This is an optimization exercise on Yosys and OpenROAD, whose aim is small area, a short achievable clock period and few clock cycles, not a production implementation.
At most, simulation tests tie the RTL to the original design; equivalence was not proved.
The flow treats the clock pin as an ideal source, which a real chip does not have.
No activity file was given, so power comes from the tool's default toggle rates.

north:
==> flow/design.v (excerpt) <==
module bounded_fifo_with_remove_by_value #(
  parameter int unsigned DEPTH      = DEPTH_DEF,
  parameter int unsigned DATA_WIDTH = DATA_WIDTH_DEF
) (
  input  logic               clk_i,
  input  logic               rst_ni,
  input  logic               cfg_we_i,
  input  logic [LIMIT_W-1:0] cfg_wdata_i,
  input  logic               in_valid_i,
  output logic               in_stall_o,
  input  logic [MODE_W+VALUE_W-1:0]          in_word_i,
  output logic               out_valid_o,
  input  logic               out_stall_i,
  output logic [STATUS_W+VALUE_W+OCC_W-1:0] out_word_o
);
Size in the first run: about 2400 cells after synthesis, about 32000 sq um of cells after synthesis.
export LEC_CHECK = 0
export CAP_MARGIN = 20
export CORE_MARGIN = 2
export CORE_UTILIZATION = 40
export CTS_BUF_LIST = sky130_fd_sc_hd__clkbuf_8
export CTS_CLUSTER_SIZE = 20
export SETUP_SLACK_MARGIN = 2.6
export SLEW_MARGIN = 20
create_clock -name core_clock -period 5.0 [get_ports {clk_i}]
run.sh (not shown) runs the stock make flow with config.mk's settings and CLKGATE_MAP_FILE= SYNTH_SCRIPT=/design/flow/synth_recipe.tcl, a recipe that flattens the netlist after the stock synthesis.
## Diff of input files: south against north
Settings: a deleted CTS_BUF_LIST that had been sky130_fd_sc_hd__clkbuf_8; a deleted CTS_CLUSTER_SIZE that had been 20.
[summary]
- south vs north, detailed-route wire length went down by about 1.4%.
- Relative to north, sum of met2 wire segment lengths after detailed routing has increased by about 1.9% in south.
- south: number of clock buffers in the layout is 16% lower than what north reported.
- south vs north — fraction of area in registers dropped 0.54 points.
- Taking north as the reference, in south clock network fraction of design power up 2.8 points, count of buffers added by post-CTS timing repair for setup up about 7%.
- Compared with north, south shows post-route cell area higher by 1.2%.
- Compared to north, south has internal power component about 5.7% higher.
- Compared with north, south shows a post-layout minimum cycle time that is 9.5 ps lower.
- south ends up with higher layout-stage area growth over the synthesis result than north does.
No functional check of the RTL was part of any run of this note.


JK:
Another version of the RTL of bounded_fifo_with_remove_by_value (not shown whole).
For scale: roughly 2400 cells after synthesis, about 690 flip-flops, roughly 32000 µm² of cells after synthesis.
clock: 5.0 ns
lec_check: 0
cap_margin: 20
core_margin: 2
core_utilization: 40
setup_slack_margin: 2.6
slew_margin: 20
Inputs modified between JK and MS:
# JK
export LEC_CHECK = 0
export CAP_MARGIN = 20
export CORE_MARGIN = 2
export CORE_UTILIZATION = 40
export SETUP_SLACK_MARGIN = 2.6
export SLEW_MARGIN = 20
create_clock -name core_clock -period 5.0 [get_ports {clk_i}]
# MS
export LEC_CHECK = 0
export CAP_MARGIN = 20
export CORE_MARGIN = 2
export CORE_UTILIZATION = 60
export SETUP_SLACK_MARGIN = 2.6
export SLEW_MARGIN = 20
create_clock -name core_clock -period 5.0 [get_ports {clk_i}]
## What came out
Final period demand of the worst path (higher): JK
When MS is set beside JK, its number of clock buffer instances in the layout turns out to be 10 smaller.
Taking JK as the reference point, the met1 wire length of MS falls by 12 mm.
Comparing buffering overhead for MS and JK, the smaller number came from MS.
Detailed route, MS vs JK: via total higher for MS
The final area of MS falls short of that of JK by about 1.6%.
For AL, these inputs were changed with respect to MS:
# MS
export LEC_CHECK = 0
export CAP_MARGIN = 20
export CORE_MARGIN = 2
export CORE_UTILIZATION = 60
export SETUP_SLACK_MARGIN = 2.6
export SLEW_MARGIN = 20
create_clock -name core_clock -period 5.0 [get_ports {clk_i}]
# AL
export LEC_CHECK = 0
export CAP_MARGIN = 20
export CORE_MARGIN = 2
export CORE_UTILIZATION = 40
export SETUP_SLACK_MARGIN = 2.6
export SLEW_MARGIN = 20
export TNS_END_PERCENT = 0
create_clock -name core_clock -period 5.0 [get_ports {clk_i}]
==> run notes <==
Changes observed in AL relative to MS: share of total power in combinational logic lower; sequential share of cell area higher; cell area lower; largest incremental delay on the critical path lower. AL vs. MS: worst hold slack went up by 0.016 ns. [AL] area occupied by multi-input gates fell 1300 µm² relative to MS. Of MS and AL, AL shows the lower met2 track utilization from global routing, with MS above it.
Function was not checked in any run of this note: the RTL went through the layout flow alone.


## alpha
Another version of the RTL of bounded_fifo_with_remove_by_value (not shown whole).
For scale: roughly 2300 cells after synthesis, ~690 flip-flops, roughly 0.033 mm² of cells after synthesis.
==> flow/config.mk <==
export PLATFORM = sky130hd
export DESIGN_NAME = bounded_fifo_with_remove_by_value
export DESIGN_NICKNAME = bounded_fifo_with_remove_by_value
export VERILOG_FILES = /design/flow/design.v
export SDC_FILE = /design/flow/constraint.sdc
export NUM_CORES = 4
export LEC_CHECK = 0
export CAP_MARGIN = 20
export CORE_MARGIN = 2
export CORE_UTILIZATION = 40
export CTS_CLUSTER_DIAMETER = 80
export CTS_CLUSTER_SIZE = 22
export PLACE_DENSITY = 0.8
export SETUP_SLACK_MARGIN = 2.8
export SLEW_MARGIN = 20
export TNS_END_PERCENT = 10
==> flow/constraint.sdc <==
create_clock -name core_clock -period 5.0 [get_ports {clk_i}]
set_input_delay 1.0000 -clock core_clock [delete_from_list [all_inputs] [get_ports {clk_i}]]
set_output_delay 1.0000 -clock core_clock [all_outputs]
set_load 0.01 [all_outputs]
standard.sh (not shown) runs the stock make flow with config.mk's settings and CLKGATE_MAP_FILE= SYNTH_SCRIPT=/design/flow/synth_recipe.tcl, a recipe that flattens the netlist after the stock synthesis.
==> flow/flow/run.sh <==
#!/bin/bash
set -euo pipefail
export BUFFER_PORTS_ARGS="-buffer_cell sky130_fd_sc_hd__buf_2"
bash standard.sh > standard_flow.log 2>&1
alpha reached the final stage; the timing, design-rule and antenna checks on its layout passed.
Testbench counts of alpha, summed over its fixed seeds: cycles 12,016.
What beta does differently from alpha at the input level:
- swapping 10 for 0 in TNS_END_PERCENT
- putting ABC_AREA at 1 where nothing was set
==> run notes <==
Synthesized instance count for beta is higher than for alpha.
In beta, die height is higher than in alpha.
Share of power burned in combinational logic on beta is down relative to alpha.
Looking at maximum cell stage delay along the critical path across alpha and beta, the one that comes out higher is alpha.
beta gives less wire length per cell than alpha did.
| fraction of the cycle the final worst path needs | lower: alpha |
Post-route clock skew: beta worse than alpha
The overall via count from detail_route reported for beta is greater than that of alpha by 1484.
The lower number of ordinary and repair buffers in the finished layout of alpha and beta is in beta.


Another version of the RTL of bounded_fifo_with_remove_by_value (not shown whole).
Size: ~85 I/O pins.
## bounded_fifo_with_remove_by_value
module bounded_fifo_with_remove_by_value #(
  parameter int unsigned DEPTH      = DEPTH_DEF,
  parameter int unsigned DATA_WIDTH = DATA_WIDTH_DEF
) (
  input  logic               clk_i,
  input  logic               rst_ni,
  input  logic               cfg_we_i,
  input  logic [LIMIT_W-1:0] cfg_wdata_i,
  input  logic               in_valid_i,
  output logic               in_stall_o,
  input  logic [MODE_W+VALUE_W-1:0]          in_word_i,
  output logic               out_valid_o,
  input  logic               out_stall_i,
  output logic [STATUS_W+VALUE_W+OCC_W-1:0] out_word_o
);
clock: 5.0 ns
lec_check: 0
cap_margin: 20
core_margin: 2
core_utilization: 40
setup_slack_margin: 2.0
slew_margin: 20
run.sh (not shown) runs the stock make flow with config.mk's settings and CLKGATE_MAP_FILE= SYNTH_SCRIPT=/design/flow/synth_recipe.tcl, a recipe that flattens the netlist after the stock synthesis.
Stock flow here: none of the scripts above is used.
Then changed:
--- a/flow/config.mk
+++ b/flow/config.mk
@@ -11 +11 @@
-export SETUP_SLACK_MARGIN = 2.0
+export SETUP_SLACK_MARGIN = 2.6
Register-to-register slack is better by 0.10 ns.
Via count grows by about 4.4%.
Clock power grows by about 3%.
Cell area grows by 8.6%.
Global-route usage grows by 1.2 points.
Synthesized area is unchanged.
Power grows by about 5%.
Non-clock buffer count grows by 118.
First-iteration DRC count grows by about 14%.
Sequential share of layout area shrinks by 4.2 points.
No run of this note included a check of the RTL's function; only the layout flow was run.


RTL: one of the versions met above, not the one the previous note started from.
Size in the first run: ~2,300 cells after synthesis.
==> flow/config.mk <==
export PLATFORM = sky130hd
export DESIGN_NAME = bounded_fifo_with_remove_by_value
export DESIGN_NICKNAME = bounded_fifo_with_remove_by_value
export VERILOG_FILES = /design/flow/design.v
export SDC_FILE = /design/flow/constraint.sdc
export NUM_CORES = 4
export LEC_CHECK = 0
export CAP_MARGIN = 20
export CORE_MARGIN = 2
export CORE_UTILIZATION = 40
export CTS_CLUSTER_DIAMETER = 80
export CTS_CLUSTER_SIZE = 22
export PLACE_DENSITY = 0.85
export SETUP_SLACK_MARGIN = 3.0
export SLEW_MARGIN = 20
export TNS_END_PERCENT = 0
==> flow/constraint.sdc <==
create_clock -name core_clock -period 5.0 [get_ports {clk_i}]
set_input_delay 1.0000 -clock core_clock [delete_from_list [all_inputs] [get_ports {clk_i}]]
set_output_delay 1.0000 -clock core_clock [all_outputs]
set_load 0.01 [all_outputs]
standard.sh (not shown) runs the stock make flow with config.mk's settings and CLKGATE_MAP_FILE= SYNTH_SCRIPT=/design/flow/synth_recipe.tcl, a recipe that flattens the netlist after the stock synthesis.
Scripts as last shown in full above: flow/flow/run.sh
The starting point went through all stages and came out clean.
Testbench counts at the start, summed over its fixed seeds: cycles 12,016.
Change:
CTS_CLUSTER_DIAMETER = unset   (was 80)
CTS_CLUSTER_SIZE = unset   (was 22)
PLACE_DENSITY = 0.8   (was 0.85)
SETUP_SLACK_MARGIN = 2.8   (was 3.0)
Final area is higher by 2.7%.
Global-route usage rose by 0.74 points.
Clock power climbs by 44%.
Hold slack stays flat.
Worst setup slack improves by 0.11 ns.
Routed wire length increases by 2.0%.
Via count rises by 1.7%.
Final cell count rises by 2.0%.
Synthesized area does not change.
Count of clock-buffer cells in the layout grows by 45.


bounded_fifo_with_remove_by_value again, from the RTL that the note above started with.
==> flow/config.mk <==
export PLATFORM = sky130hd
export DESIGN_NAME = bounded_fifo_with_remove_by_value
export DESIGN_NICKNAME = bounded_fifo_with_remove_by_value
export VERILOG_FILES = /design/flow/design.v
export SDC_FILE = /design/flow/constraint.sdc
export NUM_CORES = 4
export LEC_CHECK = 0
export CAP_MARGIN = 20
export CORE_MARGIN = 2
export CORE_UTILIZATION = 40
export CTS_CLUSTER_DIAMETER = 80
export CTS_CLUSTER_SIZE = 22
export PLACE_DENSITY = 0.8
export SETUP_SLACK_MARGIN = 3.3
export SLEW_MARGIN = 20
export TNS_END_PERCENT = 0
==> flow/constraint.sdc <==
create_clock -name core_clock -period 5.0 [get_ports {clk_i}]
set_input_delay 1.0000 -clock core_clock [delete_from_list [all_inputs] [get_ports {clk_i}]]
set_output_delay 1.0000 -clock core_clock [all_outputs]
set_load 0.01 [all_outputs]
Scripts as last shown in full above: flow/flow/run.sh
The baseline ran to the end with no violations.
Testbench counts at the start, summed over its fixed seeds: cycles 12,016.
Change:
--- a/flow/config.mk
+++ b/flow/config.mk
@@ -11,6 +11,6 @@
 export CTS_CLUSTER_DIAMETER = 80
 export CTS_CLUSTER_SIZE = 22
-export PLACE_DENSITY = 0.8
-export SETUP_SLACK_MARGIN = 3.3
+export PLACE_DENSITY = 0.7
+export SETUP_SLACK_MARGIN = 3.0
 export SLEW_MARGIN = 20
 export TNS_END_PERCENT = 0
Outcome:
- The new run completed without violations
- fmax is lower by 4.6%
- wire length is higher by about 3%
- synthesized area does not change
- power came out higher by 1.4%
- register-to-register slack got worse by 0.14 ns
- first-iteration DRC count goes down by about 8%
- worst hold slack hardly moves
- die area is unchanged
- critical path depth is unchanged
- final area barely changes
Change:
--- a/flow/config.mk
+++ b/flow/config.mk
@@ -11,6 +11,6 @@
 export CTS_CLUSTER_DIAMETER = 80
 export CTS_CLUSTER_SIZE = 22
-export PLACE_DENSITY = 0.7
-export SETUP_SLACK_MARGIN = 3.0
+export PLACE_DENSITY = 0.9
+export SETUP_SLACK_MARGIN = 2.8
 export SLEW_MARGIN = 20
 export TNS_END_PERCENT = 0
What happened: Register-to-register slack barely changes; worst hold slack improves by 0.0045 ns; worst setup slack degrades by 0.16 ns; total power goes down by about 2.8%.
Change:
--- a/flow/config.mk
+++ b/flow/config.mk
@@ -8,8 +8,8 @@
 export CAP_MARGIN = 20
 export CORE_MARGIN = 2
-export CORE_UTILIZATION = 40
+export CORE_UTILIZATION = 55
 export CTS_CLUSTER_DIAMETER = 80
 export CTS_CLUSTER_SIZE = 22
-export PLACE_DENSITY = 0.9
+export PLACE_DENSITY = 0.8
 export SETUP_SLACK_MARGIN = 2.8
 export SLEW_MARGIN = 20
After rerunning: The changed run went through all stages and came out clean; non-clock buffer count drops by 9; wire length is higher by a little under a tenth; cell area came out lower slightly; total power grows by a few percent.


== nickel ==
Starting RTL as in the previous note.
Settings: LEC_CHECK=0, CAP_MARGIN=20, CORE_MARGIN=2, CORE_UTILIZATION=40, CTS_CLUSTER_DIAMETER=80, CTS_CLUSTER_SIZE=22, PLACE_DENSITY=0.8, SETUP_SLACK_MARGIN=3.6, SLEW_MARGIN=20, TNS_END_PERCENT=0; clock period 5.0 ns.
Scripts as last shown in full above: flow/flow/run.sh
Testbench counts of nickel, summed over its fixed seeds: cycles 12,016.
Here is what was changed in the inputs of amber compared with nickel.
- SETUP_SLACK_MARGIN changed from 3.6 to 3.0
==> flow/flow/run.sh <==
#!/bin/bash
set -euo pipefail
export BUFFER_PORTS_ARGS="-buffer_cell sky130_fd_sc_hd__buf_4"
bash standard.sh > standard_flow.log 2>&1
Results
Looking at number of placed instances, taps included across nickel and amber, the one that comes out lower is amber. Comparing sequential share of layout area for nickel and amber, the bigger number came from amber. [compare] base=nickel new=amber: internal reg-to-reg setup slack shrank by 0.12 ns; detailed-route wire length shrank by 6.4%.
Edits applied to the flow inputs when going from amber to cedar:
- CTS_CLUSTER_DIAMETER now 70, was 80
- CTS_CLUSTER_SIZE now 26, was 22
==> flow/flow/run.sh <==
#!/bin/bash
set -euo pipefail
export BUFFER_PORTS_ARGS="-buffer_cell sky130_fd_sc_hd__buf_2"
bash standard.sh > standard_flow.log 2>&1
Results
cedar: full flow OK, the timing, design-rule and antenna checks passed
[cedar] clock buffer count in the final layout fell 3 relative to amber
Going from amber to cedar, the least setup slack across all paths after layout was found to have gone up by 0.17 ns.
Non-filler instance count after layout: cedar vs amber, no meaningful difference
Compared with amber, wire length in cedar increased by a few percent.
Share of cells above drive strength 1: cedar vs amber up 1.0 points
Post-route fraction of the period consumed by the critical path (lower): cedar
The power number comes out higher for cedar vs amber.
Going from amber to cedar, initial antenna violation count down 1; sequential cell count flat.
The arrival time reported for the critical path endpoint reported for cedar is smaller than that of amber by 0.26 ns.
Here is what was changed in the inputs of yarrow compared with cedar.
- swapping 70 for 90 in CTS_CLUSTER_DIAMETER
- swapping 26 for 20 in CTS_CLUSTER_SIZE
--- outcome ---
- yarrow finished every step from synthesis to the final layout, and the layout passed the timing, design-rule and antenna checks.
- cedar did not stop at any stage, and its layout met the timing, design-rule and antenna checks.
- Per the comparison of yarrow with cedar, number of flops mapped to enable cells by yosys now sits at about the same level, pre-CTS setup slack now sits at about the same level, number of library cell types mapped by synthesis now sits at about the same level.
- yarrow ends up with a total buffers and inverters traversed by the critical path that is 1 higher than in cedar.
- Met3 capacity usage during global routing: cedar vs yarrow — no meaningful difference
- Compared yarrow against cedar; met1 wire length within noise.
- For design area, yarrow and cedar come out practically identical.
- Going from cedar to yarrow, source-to-sink clock delay at the later pin of the worst-skew pair did not really move; global routing usage on met2 moved up; sum of routed wire length over all layers went up by 1.1%.
- Total power went down slightly going from cedar to yarrow.
What violet does differently from yarrow at the input level:
- changing CTS_CLUSTER_SIZE from 20 to 22
- setting GPL_TIMING_DRIVEN to 0 for the first time
- changing CTS_CLUSTER_DIAMETER from 90 to 80
==> comparison <==
From yarrow to violet the numbers moved as follows: largest fanout on the critical path saw a decrease; first-pass GRT wire length saw an increase.
Per the comparison of violet with yarrow, wire length on met2 has increased, synthesized-area fraction occupied by ao, oa, aoi and oai cells has remained practically unchanged.
Setup changes, violet to onyx
- a deleted PLACE_DENSITY that had been 0.8
- a change of SETUP_SLACK_MARGIN from 3.0 to 2.9
- a deleted CTS_CLUSTER_SIZE that had been 22
- a deleted GPL_TIMING_DRIVEN that had been 0
- a deleted CTS_CLUSTER_DIAMETER that had been 80
==> flow/flow/run.sh <==
#!/bin/bash
set -euo pipefail
here=$(pwd)
export BUFFER_PORTS_ARGS="-buffer_cell sky130_fd_sc_hd__buf_4"
export POST_CTS_TCL="$here/flow/post_cts.tcl"
bash standard.sh > standard_flow.log 2>&1
==> flow/flow/post_cts.tcl (new file) <==
# Runs inside ORFS's cts.tcl (POST_CTS_TCL hook), after its own repair and
# legalisation: more setup repair passes on the worst paths, then legalise.
estimate_parasitics -placement
repair_timing -setup -setup_margin $::env(SETUP_SLACK_MARGIN) -repair_tns 0 \
  -max_passes 2000 -verbose
detailed_placement
check_placement -verbose
[summary]
onyx reports a lower post-layout instance area than violet does.
Taking violet as the reference, in onyx wire length dropped 21 mm, post-synthesis to final-layout area growth dropped 2.3 points, number of instances in the synthesized netlist barely changed.
Against violet, onyx comes in 8.2 points lower on power share of the combinational group.
Diff violet -> onyx: setup slack after placement picked up an extra 0.53 ns, total track usage lost 4.9 points.

[port drivers added, routing unchanged]
No port has a modelled driver above. Below, the same layouts with a new extraction and two added sets of constraints.
Step 1 sets driving cells, clkbuf_16 on the clock port and buf_2 on the other inputs (assumed; they add their load-dependent delay and slew).
Step 2 times the ports against the registers' clock, not the clock port: input delays grow and output delays shrink by t, the midpoint of the rising clock arrivals with the driver on.
Three values: ideal, step 1, step 2; two values: the first two.
| run | t, ns | slack for setup (ns) | cell pins on the clock port's net |
|---|---|---|---|
| north | 0.814 | 1.639 / 1.639 / 1.404 | 1 |
| south | 0.714 | 1.648 / 1.648 / 1.491 | 1 |
| JK | 0.694 | 1.935 / 1.935 / 1.749 | 1 |
| MS | 0.712 | 1.952 / 1.952 / 1.804 | 1 |
| AL | 0.703 | 1.989 / 2.029 / 1.336 | 1 |
| alpha | 0.672 | 2.463 / 2.485 / 1.813 | 1 |
| beta | 0.682 | 2.421 / 2.421 / 1.792 | 1 |
| the first run of note 4 | 0.689 | 1.368 / 1.368 / 1.268 | 1 |
| the second run of note 4 | 0.705 | 1.469 / 1.469 / 1.469 | 1 |
| the first run of note 5 | 0.689 | 2.411 / 2.440 / 1.774 | 1 |
| the second run of note 5 | 0.697 | 2.519 / 2.552 / 1.872 | 1 |
| the first run of note 6 | 0.669 | 2.580 / 2.608 / 1.947 | 1 |
| the second run of note 6 | 0.674 | 2.462 / 2.468 / 1.821 | 1 |
| the third run of note 6 | 0.697 | 2.297 / 2.322 / 1.625 | 1 |
| the fourth run of note 6 | 0.683 | 2.336 / 2.336 / 1.742 | 1 |
| nickel | 0.669 | 2.580 / 2.608 / 1.947 | 1 |
| amber | 0.669 | 2.352 / 2.376 / 1.708 | 1 |
| cedar | 0.689 | 2.525 / 2.525 / 1.926 | 1 |
| yarrow | 0.674 | 2.582 / 2.620 / 1.945 | 1 |
| violet | 0.683 | 2.223 / 2.223 / 1.617 | 1 |
| onyx | 0.718 | 2.400 / 2.400 / 1.740 | 1 |
After both steps every run listed still meets setup and hold. For the third run of note 6, which loses most, drivers alone change the setup slack by +0.025 ns; drivers and shift together by -0.672 ns.
